Background: an optimization exercise with open tools, aiming at small area, a short achievable clock period and few clock cycles. Do not read the settings as production practice.
Only simulation tests tie the RTL to the original design; equivalence was not proved.

// modarith_unit
module modarith_unit (
    input  logic         clk,
    input  logic         rst_n,
    input  logic         start,
    input  logic [1:0]   op,
    input  logic [127:0] a,
    input  logic [127:0] b,
    input  logic [127:0] m,
    output logic         busy,
    output logic         done,
    output logic [127:0] res_value,
    output logic         res_err
);
    localparam int K     = 2;                       
    localparam int NSTEP = (128 + K - 1) / K;       
    localparam int BW    = NSTEP * K;               
    localparam int SW    = 131;                     
    localparam int IW    = SW + K;                  
    localparam int P     = 122;                     
    localparam int EW    = 10;                      
    localparam int MP    = 2;                       
    localparam int BIAS  = 1;
    localparam int QMIN  = -(1 << (K - 1));
    localparam int NQ    = 1 << (K + 1);            
    localparam int NT    = NQ - 1;                  
    localparam int MHW   = 128 - P + MP;            
    localparam int TW    = EW + 8;                  
    localparam int CW    = 7;                       
    localparam logic [3:0] ST_IDLE  = 4'd0,
                           ST_MSTEP = 4'd1,   
                           ST_MFIN  = 4'd2,   
                           ST_FIX   = 4'd3,   
                           ST_ADD1  = 4'd4,   
                           ST_ADD2  = 4'd5,   
  ...
For scale: ~520 I/O pins, ~60,000 sq um of cells after synthesis.
Settings: LEC_CHECK=0, CAP_MARGIN=40, CORE_MARGIN=2, CORE_UTILIZATION=55, SETUP_SLACK_MARGIN=5, SLEW_MARGIN=40; clock period 10.5 ns.
run.sh (not shown) runs the stock make flow with config.mk's settings and CLKGATE_MAP_FILE= SYNTH_SCRIPT=/design/flow/synth_recipe.tcl, a recipe that flattens the netlist after the stock synthesis.
Testbench counts at the start, summed over its fixed seeds: cycles 18,513.
==> next run, changes <==
==> flow/flow/run.sh (new file) <==
#!/bin/bash
# The standard layout (the standard.sh: standard synthesis, floorplan,
# placement, CTS, routing, finish) with a larger setup slack margin for
# ORFS's timing repair, so the repair keeps working on the critical paths
# after the design's 10.5 ns clock is met.  The constraints are the standard flow's own.
set -euo pipefail
bash standard.sh SETUP_SLACK_MARGIN=6 finish > standard_sh.log 2>&1
==> flow/standard.sh (new file) <==
#!/bin/bash
# synth_recipe.tcl (not shown) runs the flow's synth.tcl, then flattens the netlist and writes it again
# the make line also repeats each setting of config.mk as NAME=value (left out here)
make -C /OpenROAD-flow-scripts/flow DESIGN_CONFIG=/design/flow/config.mk WORK_HOME=/design/flow/orfs CLKGATE_MAP_FILE= SYNTH_SCRIPT=/design/flow/synth_recipe.tcl "${@:-finish}"
- SETUP_SLACK_MARGIN: 5 -> unset
removed: flow/run.sh
Outcome: The new run completed without violations; clock-buffer cell count climbs by 9; flip-flop and latch count does not change; first-iteration DRC count climbs by about a fifth; setup slack gets better by 0.41 ns; clock skew drops by 0.0082 ns; wire length climbs by roughly a tenth; utilization climbs by 4.1 points.

========
The RTL this note starts from:
==> flow/design.v <==
`timescale 1ns/1ps
`default_nettype none
module modarith_unit (
    input  logic         clk,
    input  logic         rst_n,
    input  logic         start,
    input  logic [1:0]   op,
    input  logic [127:0] a,
    input  logic [127:0] b,
    input  logic [127:0] m,
    output logic         busy,
    output logic         done,
    output logic [127:0] res_value,
    output logic         res_err
);
    localparam int K     = 2;                       
    localparam int NSTEP = 64;                      
    localparam int BW    = 128;
    localparam int SW    = 132;                     
    localparam int IW    = SW + K;                  
    localparam int P     = 122;                     
    localparam int EW    = 10;                      
    localparam int MP    = 2;                       
    localparam int BIAS  = 2;
    localparam int QMIN  = -2;
    localparam int NQ    = 8;                       
    localparam int NT    = NQ - 1;                  
    localparam int MHW   = 128 - P + MP;            
    localparam int TW    = EW + 8;                  
    localparam int CW    = 7;                       
    localparam logic [3:0] ST_IDLE  = 4'd0,
                           ST_MSTEP = 4'd1,   
                           ST_MFIN  = 4'd2,   
                           ST_FIX   = 4'd3,   
                           ST_ADD1  = 4'd4,   
                           ST_ADD2  = 4'd5,   
                           ST_SUB1  = 4'd6,   
                           ST_FSTEP = 4'd7,   
                           ST_FP1   = 4'd8,   
                           ST_FSUB  = 4'd9,   
                           ST_MSET  = 4'd10,  
                           ST_MAPP  = 4'd11;  
    logic [127:0]  ra, rm;
    logic [BW-1:0] rb;
    logic [SW-1:0] S, C;
    logic [CW-1:0] cnt;
    logic [3:0]    st;
    logic          sub_r;    
    logic          czero_r;  
    logic          last_r;   
    logic          err_r;
    logic accept;
    assign accept = start & (~busy | done);
    logic do_step;
    assign do_step = (st == ST_MSTEP) | (st == ST_FSTEP);
    logic [NQ-1:0] qoh;
    logic          q_p, q_n1, q_n2, q_inc, q_l;
    logic [SW-1:0] m_s;
    assign m_s = {{(SW-128){1'b0}}, rm};
    logic [SW-1:0] t_h, t_l;
    assign t_h = ({SW{q_p}} & (m_s << 1)) | ({SW{q_n1}} & ~(m_s << 1)) | ({SW{q_n2}} & ~(m_s << 2));
    assign t_l = {SW{q_l}} & ~m_s;
    logic [SW-1:0] xa, ya, xb, yb, maja, majb;
    assign xa   = S ^ C ^ t_h;
    assign maja = (S & C) | (S & t_h) | (C & t_h);
    assign ya   = {maja[SW-2:0], q_inc};
    assign xb   = xa ^ ya ^ t_l;
    assign majb = (xa & ya) | (xa & t_l) | (ya & t_l);
    assign yb   = {majb[SW-2:0], q_l};
    logic [IW-1:0] xb4, yb4, pp1, pp0, xc, yc, xd, yd, majc, majd;
    assign xb4  = {xb, 2'b00};
    assign yb4  = {yb, 2'b00};
    assign pp1  = rb[BW-1] ? {{(IW-129){1'b0}}, ra, 1'b0} : '0;
    assign pp0  = rb[BW-2] ? {{(IW-128){1'b0}}, ra} : '0;
    assign xc   = xb4 ^ yb4 ^ pp1;
    assign majc = (xb4 & yb4) | (xb4 & pp1) | (yb4 & pp1);
    assign yc   = {majc[IW-2:0], 1'b0};
    assign xd   = xc ^ yc ^ pp0;
    assign majd = (xc & yc) | (xc & pp0) | (yc & pp0);
    assign yd   = {majd[IW-2:0], 1'b0};
    logic [SW-1:0] step_s, step_c;
    assign step_s = xd[SW-1:0];
    assign step_c = yd[SW-1:0];
    logic [MHW-1:0] mh;
    assign mh = rm[127 -: MHW];
    logic [K-1:0] nd;             
    assign nd = do_step ? rb[BW-K-1 -: K] : rb[BW-1 -: K];
    logic [IW-1:0] a1, a0;
    assign a1 = {{(IW-129){1'b0}}, ra, 1'b0};
    assign a0 = {{(IW-128){1'b0}}, ra};
    logic [EW-1:0] ppt;           
    assign ppt = (nd[1] ? a1[P +: EW] : '0) + (nd[0] ? a0[P +: EW] : '0);
    logic [10:0] u1;
    logic [13:0] u3, u5;          
    assign u1 = rm[127 -: 11];
    always_ff @(posedge clk) begin
        u3 <= {3'b0, u1} + {2'b0, u1, 1'b0};
        u5 <= {3'b0, u1} + {1'b0, u1, 2'b0};
    end
    logic [NQ-1:0][EW-1:0] p4c;
    logic [13:0] u2, u4;
    assign u2 = {2'b0, u1, 1'b0};
    assign u4 = {1'b0, u1, 2'b0};
    assign p4c[0] = EW'(u2 >> 3);                  
    assign p4c[1] = EW'({3'b0, u1} >> 3);          
    assign p4c[2] = '0;                            
    assign p4c[3] = EW'(~{3'b0, u1} >> 3);
    assign p4c[4] = EW'(~u2 >> 3);
    assign p4c[5] = EW'(~u3 >> 3);
    assign p4c[6] = EW'(~u4 >> 3);
    assign p4c[7] = EW'(~u5 >> 3);
    logic [EW-1:0] p4;
    always_comb begin
        p4 = '0;
        for (int v = 0; v < NQ; v++) p4 = p4 | ({EW{qoh[v]}} & p4c[v]);
    end
    logic [EW-1:0] s_t, c_t;
    assign s_t = S[P-K +: EW];
    assign c_t = C[P-K +: EW];
    logic [NT-1:0][EW-1:0] nth, nth_n;
    logic [NT-1:0]         th;
    for (genvar t = 0; t < NT; t++) begin : g_th
        localparam int CJ = 2 * (QMIN + 1 + t) - 1;
        logic signed [TW-1:0] cj, mhs, prod, thr;
        logic [EW-1:0] x1, y1, m1, x2, y2, m2, tsum;
        assign cj    = TW'(CJ);
        assign mhs   = {{(TW-MHW){1'b0}}, mh};
        assign prod  = cj * mhs;
        assign thr   = (prod >>> (MP + 1)) - TW'(BIAS);
        assign nth_n[t] = ppt - thr[EW-1:0];
        assign x1    = s_t ^ c_t ^ nth[t];
        assign m1    = (s_t & c_t) | (s_t & nth[t]) | (c_t & nth[t]);
        assign y1    = {m1[EW-2:0], 1'b0};
        assign x2    = x1 ^ y1 ^ p4;
        assign m2    = (x1 & y1) | (x1 & p4) | (y1 & p4);
        assign y2    = {m2[EW-2:0], 1'b0};
        assign tsum  = x2 + y2;
        assign th[t] = ~tsum[EW-1];
    end
    always_ff @(posedge clk) nth <= nth_n;
    logic qen;
    assign qen = (st == ST_MSTEP);
    logic [NQ:0]   thx;
    logic [NQ-1:0] eq, qoh_n;
    always_comb begin
        thx = {1'b0, th, 1'b1};
        for (int v = 0; v < NQ; v++) eq[v] = thx[v] & ~thx[v+1];
        qoh_n = qen ? eq : NQ'(1 << (-QMIN));
    end
    always_ff @(posedge clk) begin
        qoh   <= qoh_n;
        q_p   <= qen & ~th[1];               
        q_n1  <= qen & th[3] & ~th[5];       
        q_n2  <= qen & th[5];                
        q_inc <= qen & th[3];
        q_l   <= qen & (eq[1] | eq[3] | eq[5] | eq[7]);   
    end
    logic [SW-1:0] cpa;
    assign cpa = S + (C ^ {SW{sub_r}}) + {{(SW-1){1'b0}}, sub_r};
    logic neg;
    assign neg = cpa[SW-1];
    logic addsub_in;
    assign addsub_in = ~op[1];
    always_ff @(posedge clk) begin
        if (do_step) begin
            S <= step_s;
            C <= step_c;
        end else if (st == ST_MAPP) begin
            S <= xb;
            C <= yb;
        end else if (accept) begin
            S <= {{(SW-128){1'b0}}, a & {128{addsub_in}}};
            C <= {{(SW-128){1'b0}}, b & {128{addsub_in}}};
        end else begin
            S <= cpa;
            C <= czero_r ? '0 : {{(SW-128){1'b0}}, rm};
        end
        if (accept) begin
            ra <= a;
            rm <= m;
            rb <= {{(BW-128){1'b0}}, b};
            cnt <= CW'(NSTEP - 1);
            err_r <= (op == 2'd3);
        end else if (do_step) begin
            rb <= rb << K;
            cnt <= cnt - 1'b1;
        end
    end
    logic [3:0] st_n;
    logic       sub_n, czero_n, last_n, done_n;
    always_comb begin
        st_n    = ST_IDLE;
        sub_n   = 1'b0;
        czero_n = 1'b0;
        last_n  = last_r;
        done_n  = 1'b0;
        case (st)
            ST_MSET:  st_n = ST_MSTEP;
            ST_MSTEP: st_n = (cnt == '0) ? ST_MAPP : ST_MSTEP;
            ST_MAPP:  st_n = ST_MFIN;
            ST_MFIN, ST_ADD2, ST_SUB1: begin
                if (neg) st_n = ST_FIX;
                else     done_n = 1'b1;
            end
            ST_FIX:  done_n = 1'b1;
            ST_ADD1: begin st_n = ST_ADD2; sub_n = 1'b1; end
            ST_FSTEP: begin st_n = ST_FP1; last_n = (cnt == '0); end
            ST_FP1:  begin st_n = ST_FSUB; sub_n = 1'b1; end
            ST_FSUB: begin
                if (sub_r) begin
                    st_n = ST_FSUB;
                    if (neg) czero_n = 1'b1;   
                    else     sub_n   = 1'b1;
                end else if (last_r) begin
                    done_n = 1'b1;
                end else begin
                    st_n = ST_FSTEP;
                end
            end
            default: ;
        endcase
        if (accept) begin
            last_n = 1'b0;
            case (op)
                2'd0: begin st_n = ST_ADD1; end
                2'd1: begin st_n = ST_SUB1; sub_n = 1'b1; end
                2'd2: begin st_n = m[127] ? ST_MSET : ST_FSTEP; czero_n = 1'b1; end
                default: begin st_n = ST_IDLE; done_n = 1'b1; end
            endcase
        end
    end
    always_ff @(posedge clk or negedge rst_n) begin
        if (!rst_n) begin
            st      <= ST_IDLE;
            sub_r   <= 1'b0;
            czero_r <= 1'b0;
            last_r  <= 1'b0;
            busy    <= 1'b0;
            done    <= 1'b0;
        end else begin
            st      <= st_n;
            sub_r   <= sub_n;
            czero_r <= czero_n;
            last_r  <= last_n;
            busy    <= accept | (busy & ~done);
            done    <= done_n;
        end
    end
    assign res_value = S[127:0];
    assign res_err   = err_r;
endmodule
`default_nettype wire
==> flow/config.mk <==
export PLATFORM = sky130hd
export DESIGN_NAME = modarith_unit
export DESIGN_NICKNAME = modarith_unit
export VERILOG_FILES = /design/flow/design.v
export SDC_FILE = /design/flow/constraint.sdc
export NUM_CORES = 4
export LEC_CHECK = 0
export CAP_MARGIN = 20
export CORE_MARGIN = 2
export CORE_UTILIZATION = 65
export CTS_BUF_LIST = sky130_fd_sc_hd__clkbuf_8
export SLEW_MARGIN = 20
==> flow/constraint.sdc <==
create_clock -name core_clock -period 10.5 [get_ports {clk}]
set_input_delay 2.1000 -clock core_clock [delete_from_list [all_inputs] [get_ports {clk}]]
set_output_delay 2.1000 -clock core_clock [all_outputs]
set_load 0.01 [all_outputs]
standard.sh (not shown) runs the stock make flow with config.mk's settings and CLKGATE_MAP_FILE= SYNTH_SCRIPT=/design/flow/synth_recipe.tcl, a recipe that flattens the netlist after the stock synthesis.
==> flow/flow/run.sh <==
#!/bin/bash
# The standard layout (the standard.sh: standard synthesis, floorplan,
# placement, CTS, routing, finish) with two changes to how it is made:
#  - a larger setup slack margin for ORFS's timing repair, so the repair keeps
#    working on the critical paths after the design's 10.5 ns clock is met;
#  - every port still gets its own buffer, but a plain sky130 buf_1 instead
#    of the delay cell buffer_ports picks by default (the resizer upsizes it
#    where a port needs more drive).
# The constraints and every other setting are the standard flow's own.
set -euo pipefail
bash standard.sh SETUP_SLACK_MARGIN=6.25 \
    'BUFFER_PORTS_ARGS=-buffer_cell sky130_fd_sc_hd__buf_1' \
    finish > standard_sh.log 2>&1
Testbench counts at the start, summed over its fixed seeds: cycles 18,780.
Edit:
--- a/flow/flow/run.sh
+++ b/flow/flow/run.sh
@@ -11 +11 @@
-bash standard.sh SETUP_SLACK_MARGIN=6.25 \
+bash standard.sh SETUP_SLACK_MARGIN=6.5 \
--- a/flow/config.mk
+++ b/flow/config.mk
@@ -10 +10 @@
-export CORE_UTILIZATION = 65
+export CORE_UTILIZATION = 60
=>
- The new run finished clean
- count of clock-buffer cells in the layout came out higher by 5
- cell count came out higher by 3.0%
- hold slack stays flat
- via count came out higher by 1.2%
- final area came out higher by 3.4%
- core utilization came out lower by 3.6 points
- global-route usage came out lower by 0.86 points
- wire length came out higher by 6.0%
- non-clock buffer count came out higher by 114
Edit:
--- a/flow/config.mk
+++ b/flow/config.mk
@@ -8 +8 @@
-export CAP_MARGIN = 20
+export CAP_MARGIN = 40
@@ -10 +10 @@
-export CORE_UTILIZATION = 60
+export CORE_UTILIZATION = 70
@@ -12 +12,2 @@
-export SLEW_MARGIN = 20
+export GPL_TIMING_DRIVEN = 1
+export SLEW_MARGIN = 40
The changed run completed and failed the layout checks on capacitance limit, slew limit. Final cell count is lower by 2.5%. Via count is higher by 7.1%. Count of clock-buffer cells in the layout is lower by 7. Non-clock buffer count is lower by 7. Worst setup slack gets worse by 400 ps. Fmax is lower by 8.4%. Cell area is about the same. Core utilization is higher by 12 points.
Edit:
--- a/flow/flow/run.sh
+++ b/flow/flow/run.sh
@@ -11 +11 @@
-bash standard.sh SETUP_SLACK_MARGIN=6.5 \
+bash standard.sh SETUP_SLACK_MARGIN=5.75 \
--- a/flow/config.mk
+++ b/flow/config.mk
@@ -8 +8 @@
-export CAP_MARGIN = 40
+export CAP_MARGIN = 20
@@ -10 +10 @@
-export CORE_UTILIZATION = 70
+export CORE_UTILIZATION = 65
@@ -12,2 +12 @@
-export GPL_TIMING_DRIVEN = 1
-export SLEW_MARGIN = 40
+export SLEW_MARGIN = 20
The new run produced a clean layout.
Setup slack gets better by 120 ps.
Clock-buffer cell count grows by 5.
Cell area shrinks by 7.9%.
Via count shrinks by about 11%.
Non-clock buffer count shrinks by 227.
Die area grows by about 8%.
Routed wire length shrinks by 16%.
Edit:
--- a/flow/flow/run.sh
+++ b/flow/flow/run.sh
@@ -11 +11 @@
-bash standard.sh SETUP_SLACK_MARGIN=5.75 \
+bash standard.sh SETUP_SLACK_MARGIN=6 \
--- a/flow/config.mk
+++ b/flow/config.mk
@@ -8 +8 @@
-export CAP_MARGIN = 20
+export CAP_MARGIN = 10
@@ -12 +12 @@
-export SLEW_MARGIN = 20
+export SLEW_MARGIN = 10
Result: Synthesized area is unchanged. Cell area grows by 1.1%. Maximum frequency goes up by 2.2%. Core utilization goes up by 0.79 points. Routed wire length is higher by 3.9%.

## afterwards: timing with drivers on the ports
The results above use ideal ports. As a check the final layouts listed here were re-extracted and re-timed, cells and wires unchanged. Step 1 (the two cells are an assumption about what drives the block):
set clk [get_ports {clk}]
set_driving_cell -lib_cell sky130_fd_sc_hd__clkbuf_16 $clk
set_driving_cell -lib_cell sky130_fd_sc_hd__buf_2 [delete_from_list [all_inputs] $clk]
Step 2 moves the port delays by t, midway between the first and last clock arrival at a register: inputs arrive t later, outputs are due t later. That takes back most of the time a late clock gives input paths. Three values: ideal, step 1, step 2; two values: the first two.
| run | shift t [ns] | slack for setup (ns) | hold slack, ns |
|---|---|---|---|
| the first run of note 1 | 0.750 | 5.182 / 5.182 / 4.903 | 0.510 / 0.510 / 0.510 |
| the second run of note 1 | 0.778 | 5.592 / 5.592 / 5.251 | 0.500 / 0.500 / 0.500 |
| the first run of note 2 | 0.932 | 6.083 / 6.083 / 5.385 | 0.507 / 0.507 / 0.507 |
| the second run of note 2 | 0.921 | 6.103 / 6.103 / 5.388 | 0.506 / 0.506 / 0.506 |
| the third run of note 2 | 0.950 | 5.698 / 5.698 / 5.558 | 0.510 / 0.510 / 0.510 |
| the fourth run of note 2 | 0.919 | 5.821 / 5.821 / 4.976 | 0.506 / 0.506 / 0.506 |
| the fifth run of note 2 | 0.934 | 5.923 / 5.923 / 5.175 | 0.508 / 0.508 / 0.508 |
The setup slack of the fourth run of note 2, which loses most, moves by 0.000 ns with the drivers and by -0.845 ns with both steps.
